Source: an optimization exercise on an open RTL-to-GDS flow (aim: small area, a short achievable clock period and few clock cycles per item). Production flows keep margins and buffers that such runs may drop. The RTL was checked by simulation tests, not by an equivalence proof against the original design.

## fc_layer_top
module fc_layer_top (
    input  wire logic              clk,
    input  wire logic              rstn,
    input  wire logic              in_valid,
    input  wire logic [WORD_W-1:0] in_data,
    output logic                   out_valid,
    output logic      [WORD_W-1:0] out_data
);
Size in the first run: about 1900 cells after synthesis, about 240 flip-flops, ~68 I/O pins, roughly 18000 µm² of cells after synthesis.
clock: 9.0 ns
lec_check: 0
cap_margin: 20
core_margin: 2
core_utilization: 55
cts_buf_list: sky130_fd_sc_hd__clkbuf_16
cts_cluster_diameter: 100
cts_cluster_size: 28
place_density: 0.6
slew_margin: 20
standard.sh (not shown) runs the stock make flow with config.mk's settings and CLKGATE_MAP_FILE= SYNTH_SCRIPT=/design/flow/synth_recipe.tcl, a recipe that flattens the netlist after the stock synthesis.
==> flow/flow/run.sh <==
#!/bin/bash
# The standard layout (standard.sh, unchanged synthesis and steps), with
# plain buffers instead of delay cells as the port buffers, and timing repair
# aiming for a larger setup margin.
set -euo pipefail
export BUFFER_PORTS_ARGS="-buffer_cell sky130_fd_sc_hd__buf_1"
export SETUP_SLACK_MARGIN=5.4
bash standard.sh > standard.log 2>&1
The starting point passed the timing, design-rule and antenna checks.
Testbench counts at the start, summed over its fixed seeds: cycles 4,992, frames 384.
Then changed:
==> flow/flow/run.sh (replaced) <==
#!/bin/bash
# The standard layout (standard.sh, unchanged synthesis and steps), with
# plain buffers instead of delay cells as the port buffers.
set -euo pipefail
export BUFFER_PORTS_ARGS="-buffer_cell sky130_fd_sc_hd__buf_1"
bash standard.sh > standard.log 2>&1
- CTS_BUF_LIST: sky130_fd_sc_hd__clkbuf_16 -> sky130_fd_sc_hd__clkbuf_8
- CTS_CLUSTER_DIAMETER: 100 -> 60
- CTS_CLUSTER_SIZE: 28 -> 16
- SETUP_SLACK_MARGIN: not set -> 5
The changed run went through all stages and came out clean.
Clock-buffer cell count went up by 10.
Routed wire length went down by 4.4%.
Maximum frequency went down by 2.9%.
Area after synthesis stays the same.
First-iteration DRC count went up by 14%.
Worst setup slack is worse by 0.11 ns.
Global-route usage went down by 0.66 points.
Critical path depth went down by 13.
Then changed:
- CTS_BUF_LIST: sky130_fd_sc_hd__clkbuf_8 -> sky130_fd_sc_hd__clkbuf_16
- CTS_CLUSTER_DIAMETER: 60 -> 100
- CTS_CLUSTER_SIZE: 16 -> 28
Result:
- via count hardly moves
- design area falls by 0.46%
- core utilization went down by 0.27 points
- clock-buffer cell count goes down by 11
- clock skew goes down by 0.0033 ns
- worst hold slack hardly moves
- worst setup slack improved by 0.044 ns
Then changed:
==> flow/run.sh (new file) <==
#!/bin/bash
# synth_recipe.tcl (not shown) runs the flow's synth.tcl, then flattens the netlist and writes it again
# the make line also repeats each setting of config.mk as NAME=value (left out here)
make -C /OpenROAD-flow-scripts/flow DESIGN_CONFIG=/design/flow/config.mk WORK_HOME=/design/flow/orfs CLKGATE_MAP_FILE= SYNTH_SCRIPT=/design/flow/synth_recipe.tcl finish
- CTS_CLUSTER_DIAMETER: 100 -> 80
- CTS_CLUSTER_SIZE: 28 -> 20
removed: flow/flow/run.sh
removed: flow/standard.sh
Effect:
- die area is unchanged
- core utilization grows by 2.4 points
- final area grows by a few percent
- global-route usage grows by 0.62 points
- wire length grows by a few percent
- via count grows slightly
- critical path depth shrinks by 1
- sequential cell count stays the same
Then changed:
==> flow/flow/run.sh (new file) <==
#!/bin/bash
# The standard layout (standard.sh, unchanged synthesis and steps), with
# plain buffers instead of delay cells as the port buffers.
set -euo pipefail
export BUFFER_PORTS_ARGS="-buffer_cell sky130_fd_sc_hd__buf_1"
bash standard.sh > standard.log 2>&1
==> flow/standard.sh (new file) <==
#!/bin/bash
# synth_recipe.tcl (not shown) runs the flow's synth.tcl, then flattens the netlist and writes it again
# the make line also repeats each setting of config.mk as NAME=value (left out here)
make -C /OpenROAD-flow-scripts/flow DESIGN_CONFIG=/design/flow/config.mk WORK_HOME=/design/flow/orfs CLKGATE_MAP_FILE= SYNTH_SCRIPT=/design/flow/synth_recipe.tcl "${@:-finish}"
- CTS_CLUSTER_DIAMETER: 80 -> 100
- CTS_CLUSTER_SIZE: 20 -> 28
- PLACE_DENSITY: 0.6 -> 0.5
removed: flow/run.sh
Effect:
- die area is unchanged
- via count is lower by 2.1%
- clock-buffer cell count is lower by 6
- final area is lower by 4.2%
- global-route usage is lower by 0.47 points
- register-to-register slack is better by 0.02 ns

-- separate check: timing with driven ports --
In the flow no input, the clock included, has a driving cell. The finished layouts below were timed again as built, in two steps.
Step 1 (the two cells are an assumption about what drives the block):
set clk [get_ports {clk}]
set_driving_cell -lib_cell sky130_fd_sc_hd__clkbuf_16 $clk
set_driving_cell -lib_cell sky130_fd_sc_hd__buf_2 [delete_from_list [all_inputs] $clk]
Step 2 also shifts input and output timing later by t, the mid clock arrival at the registers, as if the neighbouring blocks saw the same clock.
Slacks: ideal / step 1 / step 2; pairs: ideal / step 1.
run | t, ns | setup slack, ns | worst setup path at the end | clock arrival spread, ns | pins driven straight from the clock port
the first run | 0.567 | 5.244 / 5.225 / 5.244 | register to register | 0.041 / 0.041 | 1
the second run | 0.641 | 5.131 / 5.079 / 5.172 | register to register | 0.044 / 0.043 | 1
the third run | 0.566 | 5.175 / 5.119 / 5.177 | register to register | 0.033 / 0.032 | 1
the fourth run | 0.565 | 5.046 / 4.991 / 5.101 | register to register | 0.024 / 0.023 | 1
the fifth run | 0.549 | 5.117 / 5.076 / 5.117 | register to register | 0.039 / 0.038 | 1
After both steps every run listed still meets setup and hold.
